From an optimization exercise on the open Yosys and OpenROAD flow, aimed at small area and few clock cycles per item; shortcuts taken in it are not production practice.
Only simulation tests tie the RTL to the original design; equivalence was not proved.
No activity file was given, so power comes from the tool's default toggle rates.

==> v34 <==
==> flow/design.v <==
package defs;
    typedef logic [31:0] data_t;
    typedef logic [4:0]  reg_addr_t;
    localparam logic [6:0] OP_LOAD   = 7'b0000011;
    localparam logic [6:0] OP_STORE  = 7'b0100011;
    localparam logic [6:0] OP_IMM    = 7'b0010011;
    localparam logic [6:0] OP_REG    = 7'b0110011;
    localparam logic [6:0] OP_BRANCH = 7'b1100011;
    localparam logic [6:0] OP_JAL    = 7'b1101111;
    localparam logic [6:0] OP_JALR   = 7'b1100111;
    localparam logic [6:0] OP_AUIPC  = 7'b0010111;
    localparam logic [6:0] OP_LUI    = 7'b0110111;
endpackage
`timescale 1ns/1ps
module reg_file
(
    input  logic            clk_i,
    input  logic            rst_i,
    input  defs::reg_addr_t ra1_i,
    input  defs::reg_addr_t ra2_i,
    output defs::data_t     rd1_o,
    output defs::data_t     rd2_o,
    input  logic            we_i,
    input  defs::reg_addr_t wa_i,
    input  defs::data_t     wd_i,
    input  logic            fwd1_i,
    input  logic            fwd2_i,
    input  defs::data_t     fwd_data_i
);
    defs::data_t regs [1:31];
    logic [31:1] live;
    logic [31:1] wsel;
    logic [31:1] sel1;
    logic [31:1] sel2;
    always_comb begin
        for (int i = 1; i < 32; i++) begin
            wsel[i] = we_i && (wa_i == 5'(i));
            sel1[i] = live[i] && !fwd1_i && (ra1_i == 5'(i));
            sel2[i] = live[i] && !fwd2_i && (ra2_i == 5'(i));
        end
    end
    for (genvar b = 0; b < 32; b++) begin : g_bit
        logic [31:1] col;
        for (genvar i = 1; i < 32; i++) begin : g_col
            assign col[i] = regs[i][b];
        end
        rf_rbit u_r1 (.sel_i({fwd1_i, sel1}), .d_i({fwd_data_i[b], col}), .q_o(rd1_o[b]));
        rf_rbit u_r2 (.sel_i({fwd2_i, sel2}), .d_i({fwd_data_i[b], col}), .q_o(rd2_o[b]));
    end
    always_ff @(posedge clk_i) begin
        if (rst_i) begin
            live <= '0;
        end else begin
            live <= live | wsel;
        end
    end
    always_ff @(posedge clk_i) begin
        for (int i = 1; i < 32; i++) begin
            if (wsel[i]) begin
                regs[i] <= wd_i;
            end
        end
    end
endmodule
module rf_rbit
(
    input  logic [32:1] sel_i,
    input  logic [32:1] d_i,
    output logic        q_o
);
    logic [10:0] n;
    for (genvar k = 0; k < 10; k++) begin : g_grp
        rf_aoi3 u_g (.s_i(sel_i[3*k+3:3*k+1]), .d_i(d_i[3*k+3:3*k+1]), .y_o(n[k]));
    end
    rf_aoi2 u_g2 (.s_i(sel_i[32:31]), .d_i(d_i[32:31]), .y_o(n[10]));
    assign q_o = !(&n);
endmodule
module rf_aoi3
(
    input  logic [2:0] s_i,
    input  logic [2:0] d_i,
    output logic       y_o
);
    assign y_o = !(|(s_i & d_i));
endmodule
module rf_aoi2
(
    input  logic [1:0] s_i,
    input  logic [1:0] d_i,
    output logic       y_o
);
    assign y_o = !(|(s_i & d_i));
endmodule
`timescale 1ns/1ps
module alu
(
    input  defs::data_t a_i,
    input  defs::data_t b_i,
    input  logic        cin_i,
    input  logic [1:0]  grp_i,
    input  logic [2:0]  f3_i,
    input  logic        alt_i,
    output defs::data_t y_o
);
    defs::data_t p, g, s, sh;
    logic        cout;
    logic        ltu, lts, eq, taken;
    logic        is_arith;
    alu_add u_add (
        .a_i    (a_i),
        .b_i    (b_i),
        .cin_i  (cin_i),
        .p_o    (p),
        .g_o    (g),
        .s_o    (s),
        .cout_o (cout)
    );
    alu_shift u_shift (
        .a_i     (a_i),
        .shamt_i (b_i[4:0]),
        .fill_i  (alt_i && f3_i[2] && a_i[31]),
        .y_o     (sh)
    );
    assign ltu = !cout;
    assign lts = (a_i[31] ^ b_i[31] ^ cin_i) ? a_i[31] : s[31];
    assign eq  = &p;
    always_comb begin
        case (f3_i)
            3'b000:  taken = eq;
            3'b001:  taken = !eq;
            3'b100:  taken = lts;
            3'b101:  taken = !lts;
            3'b110:  taken = ltu;
            3'b111:  taken = !ltu;
            default: taken = 1'b0;
        endcase
    end
    defs::data_t sh_rev;
    always_comb begin
        for (int i = 0; i < 32; i++) begin
            sh_rev[i] = sh[31-i];
        end
    end
    logic r_sum, r_sl, r_sr, r_xor, r_or, r_and;
    assign is_arith = grp_i == 2'b01;
    assign r_sum = grp_i == 2'b10 || (is_arith && f3_i == 3'b000);
    assign r_sl  = is_arith && f3_i == 3'b001;
    assign r_sr  = is_arith && f3_i == 3'b101;
    assign r_xor = is_arith && f3_i == 3'b100;
    assign r_or  = is_arith && f3_i == 3'b110;
    assign r_and = is_arith && f3_i == 3'b111;
    always_comb begin
        y_o = ({32{r_sum}} & s) | ({32{r_sr}} & sh) | ({32{r_sl}} & sh_rev) | ({32{r_xor}} & p) |
              ({32{r_or}} & (p | g)) | ({32{r_and}} & g);
        y_o[0] = y_o[0] | (is_arith && f3_i == 3'b010 && lts) |
                 (is_arith && f3_i == 3'b011 && ltu) | (grp_i == 2'b11 && taken);
    end
endmodule
module alu_add
(
    input  defs::data_t a_i,
    input  defs::data_t b_i,
    input  logic        cin_i,
    output defs::data_t p_o,
    output defs::data_t g_o,
    output defs::data_t s_o,
    output logic        cout_o
);
    assign p_o = a_i ^ b_i;
    assign g_o = a_i & b_i;
    logic [31:0] cg, cp;
    always_comb begin
        cg = g_o;
        cp = p_o;
        cg[0] = g_o[0] | (p_o[0] & cin_i);
        for (int l = 0; l < 5; l++) begin
            for (int i = 0; i < 32; i++) begin
                if ((i % (2 << l)) == (2 << l) - 1) begin
                    cg[i] = cg[i] | (cp[i] & cg[i - (1 << l)]);
                    cp[i] = cp[i] & cp[i - (1 << l)];
                end
            end
        end
        for (int l = 3; l >= 0; l--) begin
            for (int i = 0; i < 32; i++) begin
                if ((i % (2 << l)) == (1 << l) - 1 && i >= (2 << l)) begin
                    cg[i] = cg[i] | (cp[i] & cg[i - (1 << l)]);
                    cp[i] = cp[i] & cp[i - (1 << l)];
                end
            end
        end
    end
    assign s_o    = p_o ^ {cg[30:0], cin_i};
    assign cout_o = cg[31];
endmodule
module alu_shift
(
    input  defs::data_t a_i,
    input  logic [4:0]  shamt_i,
    input  logic        fill_i,
    output defs::data_t y_o
);
    assign y_o = defs::data_t'($signed({fill_i, a_i}) >>> shamt_i);
endmodule
`timescale 1ns/1ps
module rv32i_exec
(
    input  logic            clk_i,
    input  logic            rst_i,
    input  logic            instr_valid_i,
    output logic            instr_ready_o,
    input  defs::data_t     instr_i,
    input  defs::data_t     pc_i,
    output logic            retire_valid_o,
    input  logic            retire_ready_i,
    output defs::data_t     retire_pc_o,
    output defs::reg_addr_t retire_rd_o,
    output logic            retire_we_o,
    output defs::data_t     retire_data_o
);
    logic [6:0]      op;
    logic [2:0]      f3;
    defs::reg_addr_t rd, rs1, rs2;
    logic            is_reg, is_imm, is_lui, is_auipc, is_jal, is_jalr, is_load, is_store, is_branch;
    logic            is_arith, is_link, writes, sub;
    defs::data_t     imm_i, imm_s, imm_u;
    defs::data_t     rf_rd1, rf_rd2, rs1v, rs2v;
    defs::data_t     a_d, b_d;
    logic [1:0]      grp_d;
    logic            fwd1, fwd2;
    logic            is_sll;
    defs::data_t     a_q, b_q;
    logic            cin_q;
    logic [1:0]      grp_q;
    logic [2:0]      f3_q;
    logic            alt_q;
    defs::reg_addr_t rd_q;
    defs::data_t     result;
    logic            handover;
    assign op  = instr_i[6:0];
    assign f3  = instr_i[14:12];
    assign rd  = instr_i[11:7];
    assign rs1 = instr_i[19:15];
    assign rs2 = instr_i[24:20];
    assign is_reg    = op == defs::OP_REG;
    assign is_imm    = op == defs::OP_IMM;
    assign is_lui    = op == defs::OP_LUI;
    assign is_auipc  = op == defs::OP_AUIPC;
    assign is_jal    = op == defs::OP_JAL;
    assign is_jalr   = op == defs::OP_JALR;
    assign is_load   = op == defs::OP_LOAD;
    assign is_store  = op == defs::OP_STORE;
    assign is_branch = op == defs::OP_BRANCH;
    assign is_arith  = is_reg || is_imm;
    assign is_link   = is_jal || is_jalr;
    assign writes    = is_arith || is_lui || is_auipc || is_link || is_load;
    assign imm_i = {{20{instr_i[31]}}, instr_i[31:20]};
    assign imm_s = {{20{instr_i[31]}}, instr_i[31:25], instr_i[11:7]};
    assign imm_u = {instr_i[31:12], 12'b0};
    assign instr_ready_o = !retire_valid_o || retire_ready_i;
    assign handover      = retire_valid_o && retire_ready_i;
    reg_file u_reg_file (
        .clk_i (clk_i),
        .rst_i (rst_i),
        .ra1_i (rs1),
        .ra2_i (rs2),
        .rd1_o (rf_rd1),
        .rd2_o (rf_rd2),
        .we_i  (handover),
        .wa_i  (rd_q),
        .wd_i  (result),
        .fwd1_i     (fwd1),
        .fwd2_i     (fwd2),
        .fwd_data_i (result)
    );
    assign fwd1 = retire_valid_o && rd_q != '0 && rd_q == rs1;
    assign fwd2 = retire_valid_o && rd_q != '0 && rd_q == rs2;
    assign rs1v = rf_rd1;
    assign rs2v = rf_rd2;
    assign sub = is_branch || (is_arith && (f3 == 3'b010 || f3 == 3'b011)) ||
                 (is_reg && f3 == 3'b000 && instr_i[30]);
    assign is_sll = is_arith && f3 == 3'b001;
    always_comb begin
        a_d = rs1v;
        if (is_sll) begin
            for (int i = 0; i < 32; i++) begin
                a_d[i] = rs1v[31-i];
            end
        end else if (is_auipc || is_link) begin
            a_d = pc_i;
        end else if (is_lui) begin
            a_d = '0;
        end
    end
    always_comb begin
        b_d = imm_i;
        if (is_reg || is_branch) begin
            b_d = rs2v;
        end else if (is_store) begin
            b_d = imm_s;
        end else if (is_lui || is_auipc) begin
            b_d = imm_u;
        end else if (is_link) begin
            b_d = 32'd4;
        end
        if (sub) begin
            b_d = ~b_d;
        end
    end
    always_comb begin
        grp_d = 2'b00;
        if (is_arith) begin
            grp_d = 2'b01;
        end else if (is_lui || is_auipc || is_link || is_load || is_store) begin
            grp_d = 2'b10;
        end else if (is_branch) begin
            grp_d = 2'b11;
        end
    end
    always_ff @(posedge clk_i) begin
        if (rst_i) begin
            retire_valid_o <= 1'b0;
        end else if (instr_ready_o) begin
            retire_valid_o <= instr_valid_i;
        end
    end
    always_ff @(posedge clk_i) begin
        if (instr_ready_o) begin
            a_q         <= a_d;
            b_q         <= b_d;
            cin_q       <= sub;
            grp_q       <= grp_d;
            f3_q        <= f3;
            alt_q       <= instr_i[30];
            rd_q        <= writes ? rd : 5'd0;
            retire_pc_o <= pc_i;
        end
    end
    alu u_alu (
        .a_i   (a_q),
        .b_i   (b_q),
        .cin_i (cin_q),
        .grp_i (grp_q),
        .f3_i  (f3_q),
        .alt_i (alt_q),
        .y_o   (result)
    );
    assign retire_rd_o   = rd_q;
    assign retire_we_o   = rd_q != '0;
    assign retire_data_o = result;
endmodule
==> flow/flow/run.sh <==
#!/bin/bash
# The standard layout with two changes: the smallest buffer on the ports,
# and a clock tree of larger sink clusters without dummy loads.
set -euo pipefail
cd "$(dirname "$0")/.."
CTS="-sink_clustering_enable -repair_clock_nets -dont_use_dummy_load -buf_list sky130_fd_sc_hd__clkbuf_16 -sink_clustering_size 24 -sink_clustering_max_diameter 60"
bash ./standard.sh "BUFFER_PORTS_ARGS=-buffer_cell sky130_fd_sc_hd__buf_1" "CTS_ARGS=$CTS" finish > orfs_make.log 2>&1
==> flow/standard.sh <==
#!/bin/bash
# synth_recipe.tcl (not shown) runs the flow's synth.tcl, then flattens the netlist and writes it again
# the make line also repeats each setting of config.mk as NAME=value (left out here)
make -C /OpenROAD-flow-scripts/flow DESIGN_CONFIG=/design/flow/config.mk WORK_HOME=/design/flow/orfs CLKGATE_MAP_FILE= SYNTH_SCRIPT=/design/flow/synth_recipe.tcl "${@:-finish}"
==> flow/config.mk <==
export PLATFORM = sky130hd
export DESIGN_NAME = rv32i_exec
export DESIGN_NICKNAME = rv32i_exec
export VERILOG_FILES = /design/flow/design.v
export SDC_FILE = /design/flow/constraint.sdc
export NUM_CORES = 4
export LEC_CHECK = 0
export CAP_MARGIN = 20
export CORE_MARGIN = 2
export CORE_UTILIZATION = 45
export SLEW_MARGIN = 20
export SYNTH_HIERARCHICAL = 1
==> flow/constraint.sdc <==
create_clock -name core_clock -period 6.5 [get_ports {clk_i}]
set_input_delay 1.3000 -clock core_clock [delete_from_list [all_inputs] [get_ports {clk_i}]]
set_output_delay 1.3000 -clock core_clock [all_outputs]
set_load 0.01 [all_outputs]
==> inputs of v15, as changes to v34 <==
--- a/flow/design.v
+++ b/flow/design.v
@@ -24,6 +24,3 @@
     input  defs::reg_addr_t wa_i,
-    input  defs::data_t     wd_i,
-    input  logic            fwd1_i,
-    input  logic            fwd2_i,
-    input  defs::data_t     fwd_data_i
+    input  defs::data_t     wd_i
 );
@@ -37,4 +34,4 @@
             wsel[i] = we_i && (wa_i == 5'(i));
-            sel1[i] = live[i] && !fwd1_i && (ra1_i == 5'(i));
-            sel2[i] = live[i] && !fwd2_i && (ra2_i == 5'(i));
+            sel1[i] = live[i] && (ra1_i == 5'(i));
+            sel2[i] = live[i] && (ra2_i == 5'(i));
         end
@@ -46,4 +43,4 @@
         end
-        rf_rbit u_r1 (.sel_i({fwd1_i, sel1}), .d_i({fwd_data_i[b], col}), .q_o(rd1_o[b]));
-        rf_rbit u_r2 (.sel_i({fwd2_i, sel2}), .d_i({fwd_data_i[b], col}), .q_o(rd2_o[b]));
+        rf_rbit u_r1 (.sel_i(sel1), .d_i(col), .q_o(rd1_o[b]));
+        rf_rbit u_r2 (.sel_i(sel2), .d_i(col), .q_o(rd2_o[b]));
     end
@@ -66,4 +63,4 @@
 (
-    input  logic [32:1] sel_i,
-    input  logic [32:1] d_i,
+    input  logic [31:1] sel_i,
+    input  logic [31:1] d_i,
     output logic        q_o
@@ -74,3 +71,3 @@
     end
-    rf_aoi2 u_g2 (.s_i(sel_i[32:31]), .d_i(d_i[32:31]), .y_o(n[10]));
+    assign n[10] = !(|(sel_i[31] & d_i[31]));
     assign q_o = !(&n);
@@ -85,10 +82,2 @@
 endmodule
-module rf_aoi2
-(
-    input  logic [1:0] s_i,
-    input  logic [1:0] d_i,
-    output logic       y_o
-);
-    assign y_o = !(|(s_i & d_i));
-endmodule
 `timescale 1ns/1ps
@@ -120,3 +109,4 @@
         .shamt_i (b_i[4:0]),
-        .fill_i  (alt_i && f3_i[2] && a_i[31]),
+        .left_i  (!f3_i[2]),
+        .arith_i (alt_i),
         .y_o     (sh)
@@ -137,13 +127,6 @@
     end
-    defs::data_t sh_rev;
-    always_comb begin
-        for (int i = 0; i < 32; i++) begin
-            sh_rev[i] = sh[31-i];
-        end
-    end
-    logic r_sum, r_sl, r_sr, r_xor, r_or, r_and;
+    logic r_sum, r_sh, r_xor, r_or, r_and;
     assign is_arith = grp_i == 2'b01;
     assign r_sum = grp_i == 2'b10 || (is_arith && f3_i == 3'b000);
-    assign r_sl  = is_arith && f3_i == 3'b001;
-    assign r_sr  = is_arith && f3_i == 3'b101;
+    assign r_sh  = is_arith && f3_i[1:0] == 2'b01;
     assign r_xor = is_arith && f3_i == 3'b100;
@@ -152,3 +135,3 @@
     always_comb begin
-        y_o = ({32{r_sum}} & s) | ({32{r_sr}} & sh) | ({32{r_sl}} & sh_rev) | ({32{r_xor}} & p) |
+        y_o = ({32{r_sum}} & s) | ({32{r_sh}} & sh) | ({32{r_xor}} & p) |
               ({32{r_or}} & (p | g)) | ({32{r_and}} & g);
@@ -168,22 +151,18 @@
 );
+    logic [31:0] gp [0:5];
+    logic [31:0] pp [0:5];
     assign p_o = a_i ^ b_i;
     assign g_o = a_i & b_i;
-    logic [31:0] cg, cp;
     always_comb begin
-        cg = g_o;
-        cp = p_o;
-        cg[0] = g_o[0] | (p_o[0] & cin_i);
+        gp[0] = g_o;
+        pp[0] = p_o;
+        gp[0][0] = g_o[0] | (p_o[0] & cin_i);
         for (int l = 0; l < 5; l++) begin
             for (int i = 0; i < 32; i++) begin
-                if ((i % (2 << l)) == (2 << l) - 1) begin
-                    cg[i] = cg[i] | (cp[i] & cg[i - (1 << l)]);
-                    cp[i] = cp[i] & cp[i - (1 << l)];
-                end
-            end
-        end
-        for (int l = 3; l >= 0; l--) begin
-            for (int i = 0; i < 32; i++) begin
-                if ((i % (2 << l)) == (1 << l) - 1 && i >= (2 << l)) begin
-                    cg[i] = cg[i] | (cp[i] & cg[i - (1 << l)]);
-                    cp[i] = cp[i] & cp[i - (1 << l)];
+                if ((i >> l) & 1) begin
+                    gp[l+1][i] = gp[l][i] | (pp[l][i] & gp[l][((i >> l) << l) - 1]);
+                    pp[l+1][i] = pp[l][i] & pp[l][((i >> l) << l) - 1];
+                end else begin
+                    gp[l+1][i] = gp[l][i];
+                    pp[l+1][i] = pp[l][i];
                 end
@@ -192,4 +171,4 @@
     end
-    assign s_o    = p_o ^ {cg[30:0], cin_i};
-    assign cout_o = cg[31];
+    assign s_o    = p_o ^ {gp[5][30:0], cin_i};
+    assign cout_o = gp[5][31];
 endmodule
@@ -199,6 +178,20 @@
     input  logic [4:0]  shamt_i,
-    input  logic        fill_i,
+    input  logic        left_i,
+    input  logic        arith_i,
     output defs::data_t y_o
 );
-    assign y_o = defs::data_t'($signed({fill_i, a_i}) >>> shamt_i);
+    defs::data_t sh_in, sh_out;
+    logic        fill;
+    assign fill = arith_i && a_i[31] && !left_i;
+    always_comb begin
+        for (int i = 0; i < 32; i++) begin
+            sh_in[i] = left_i ? a_i[31-i] : a_i[i];
+        end
+    end
+    assign sh_out = defs::data_t'($signed({fill, sh_in}) >>> shamt_i);
+    always_comb begin
+        for (int i = 0; i < 32; i++) begin
+            y_o[i] = left_i ? sh_out[31-i] : sh_out[i];
+        end
+    end
 endmodule
@@ -229,4 +222,2 @@
     logic [1:0]      grp_d;
-    logic            fwd1, fwd2;
-    logic            is_sll;
     defs::data_t     a_q, b_q;
@@ -270,21 +261,11 @@
         .wa_i  (rd_q),
-        .wd_i  (result),
-        .fwd1_i     (fwd1),
-        .fwd2_i     (fwd2),
-        .fwd_data_i (result)
+        .wd_i  (result)
     );
-    assign fwd1 = retire_valid_o && rd_q != '0 && rd_q == rs1;
-    assign fwd2 = retire_valid_o && rd_q != '0 && rd_q == rs2;
-    assign rs1v = rf_rd1;
-    assign rs2v = rf_rd2;
+    assign rs1v = (retire_valid_o && rd_q != '0 && rd_q == rs1) ? result : rf_rd1;
+    assign rs2v = (retire_valid_o && rd_q != '0 && rd_q == rs2) ? result : rf_rd2;
     assign sub = is_branch || (is_arith && (f3 == 3'b010 || f3 == 3'b011)) ||
                  (is_reg && f3 == 3'b000 && instr_i[30]);
-    assign is_sll = is_arith && f3 == 3'b001;
     always_comb begin
         a_d = rs1v;
-        if (is_sll) begin
-            for (int i = 0; i < 32; i++) begin
-                a_d[i] = rs1v[31-i];
-            end
-        end else if (is_auipc || is_link) begin
+        if (is_auipc || is_link) begin
             a_d = pc_i;
==> flow/run.sh (new file) <==
#!/bin/bash
# synth_recipe.tcl (not shown) runs the flow's synth.tcl, then flattens the netlist and writes it again
# the make line also repeats each setting of config.mk as NAME=value (left out here)
make -C /OpenROAD-flow-scripts/flow DESIGN_CONFIG=/design/flow/config.mk WORK_HOME=/design/flow/orfs CLKGATE_MAP_FILE= SYNTH_SCRIPT=/design/flow/synth_recipe.tcl finish
CAP_MARGIN = 40   (was 20)
CORE_UTILIZATION = 30   (was 45)
removed: flow/flow/run.sh
removed: flow/standard.sh
==> inputs of v10, as changes to v34 <==
--- a/flow/design.v
+++ b/flow/design.v
@@ -168,22 +168,18 @@
 );
+    logic [31:0] gp [0:5];
+    logic [31:0] pp [0:5];
     assign p_o = a_i ^ b_i;
     assign g_o = a_i & b_i;
-    logic [31:0] cg, cp;
     always_comb begin
-        cg = g_o;
-        cp = p_o;
-        cg[0] = g_o[0] | (p_o[0] & cin_i);
+        gp[0] = g_o;
+        pp[0] = p_o;
+        gp[0][0] = g_o[0] | (p_o[0] & cin_i);
         for (int l = 0; l < 5; l++) begin
             for (int i = 0; i < 32; i++) begin
-                if ((i % (2 << l)) == (2 << l) - 1) begin
-                    cg[i] = cg[i] | (cp[i] & cg[i - (1 << l)]);
-                    cp[i] = cp[i] & cp[i - (1 << l)];
-                end
-            end
-        end
-        for (int l = 3; l >= 0; l--) begin
-            for (int i = 0; i < 32; i++) begin
-                if ((i % (2 << l)) == (1 << l) - 1 && i >= (2 << l)) begin
-                    cg[i] = cg[i] | (cp[i] & cg[i - (1 << l)]);
-                    cp[i] = cp[i] & cp[i - (1 << l)];
+                if ((i >> l) & 1) begin
+                    gp[l+1][i] = gp[l][i] | (pp[l][i] & gp[l][((i >> l) << l) - 1]);
+                    pp[l+1][i] = pp[l][i] & pp[l][((i >> l) << l) - 1];
+                end else begin
+                    gp[l+1][i] = gp[l][i];
+                    pp[l+1][i] = pp[l][i];
                 end
@@ -192,4 +188,4 @@
     end
-    assign s_o    = p_o ^ {cg[30:0], cin_i};
-    assign cout_o = cg[31];
+    assign s_o    = p_o ^ {gp[5][30:0], cin_i};
+    assign cout_o = gp[5][31];
 endmodule
==> flow/run.sh (new file) <==
#!/bin/bash
# synth_recipe.tcl (not shown) runs the flow's synth.tcl, then flattens the netlist and writes it again
# the make line also repeats each setting of config.mk as NAME=value (left out here)
make -C /OpenROAD-flow-scripts/flow DESIGN_CONFIG=/design/flow/config.mk WORK_HOME=/design/flow/orfs CLKGATE_MAP_FILE= SYNTH_SCRIPT=/design/flow/synth_recipe.tcl finish
CAP_MARGIN = 40   (was 20)
CORE_UTILIZATION = 55   (was 45)
CTS_BUF_LIST = sky130_fd_sc_hd__clkbuf_8   (was unset)
CTS_CLUSTER_SIZE = 20   (was unset)
removed: flow/flow/run.sh
removed: flow/standard.sh
==> run_results.csv <==
group,metric,value,unit
status,outcome,"complete, no violations",
detailed_routing,vias,40400,
timing,worstMarginPinSlew,0.945,ns
worst_setup_path,endpoint,"retire_data_o[0]",
worst_setup_path,critPathBufInv,3,
timing,holdWs,0.485,ns
placement,placed_area,57300,µm²
detailed_routing,drt_wl_total,215000,µm
floorplan,placementRows,151,
# the run above: v15

==> run_results.csv <==
group,metric,value,unit
layout,final-clk-cell-share,5.77,%
layout,ff_latch_area,33700,µm²
status,outcome,"complete, no violations",
layout,inv_count,60,
detailed_routing,vias,42400,
timing,worstMarginPinSlew,0.982,ns
detailed_routing,drt_wl_total,225000,µm
floorplan,placementRows,111,
worst_setup_path,critPathBufInv,4,
pwr,p_clk,5.88,mW
timing,holdWs,0.487,ns
worst_setup_path,endpoint,"retire_data_o[8]",
placement,placed_area,55300,µm²
synth,synthAdderAreaFrac,1.05,%
# the run above: v10

==> run_results.csv <==
group,metric,value,unit
placement,hpwl,147000,µm
pwr,p_comb,1.02,mW
timing,holdWs,0.479,ns
worst_setup_path,critPathBufInv,3,
worst_setup_path,crit_chain,"inv_1 -> fa_1 -> inv_1 -> fa_1 -> a211oi_1 -> o21ai_2 -> o2111ai_2 -> o22a_1 -> o31a_1 -> o21ai_1 -> fa_1 -> xor2_1 -> maj3_2 -> mux2i_1 -> xnor2_1 -> o211ai_4 -> clkbuf_2",
detailed_routing,vias,40400,
floorplan,placementRows,122,
timing,worstMarginPinSlew,1.33,ns
status,outcome,"complete, no violations",
detailed_routing,drt_wl_total,223000,µm
# the run above: v34

Testbench counts of v34, summed over its fixed seeds: cycles 16,008, items 16,000.
Testbench counts of v15, summed over its fixed seeds: cycles 16,008, items 16,000.
Testbench counts of v10, summed over its fixed seeds: cycles 16,008, items 16,000.

re-timing with driven ports:
No port has a modelled driver above. Below, the same layouts with a new extraction and two added sets of constraints. Step 1 assumes that a clkbuf_16 drives the clock port and a buf_2 every other input. Step 2, shift: input delay + t, output delay - t, t = (earliest + latest rising clock arrival at the registers) / 2. This alone moves slack from input paths to output paths. a / b / c = no drivers / after step 1 / after step 2; a / b = the first two.
run | t (ns) | slack for setup (ns) | hold WS [ns] | clock arrival spread, ns | pins driven straight from the clock port
v34 | 0.747 | 0.219 / 0.149 / 0.383 | 0.479 / 0.479 / 0.479 | 0.092 / 0.092 | 1
v15 | 0.803 | 0.156 / 0.076 / 0.809 | 0.485 / 0.485 / 0.485 | 0.091 / 0.091 | 1
v10 | 0.946 | 0.104 / 0.041 / 0.035 | 0.487 / 0.487 / 0.487 | 0.047 / 0.047 | 1
After both steps every run listed still meets setup and hold. For v10, which loses most, drivers alone change the setup slack by -0.063 ns; drivers and shift together by -0.069 ns.
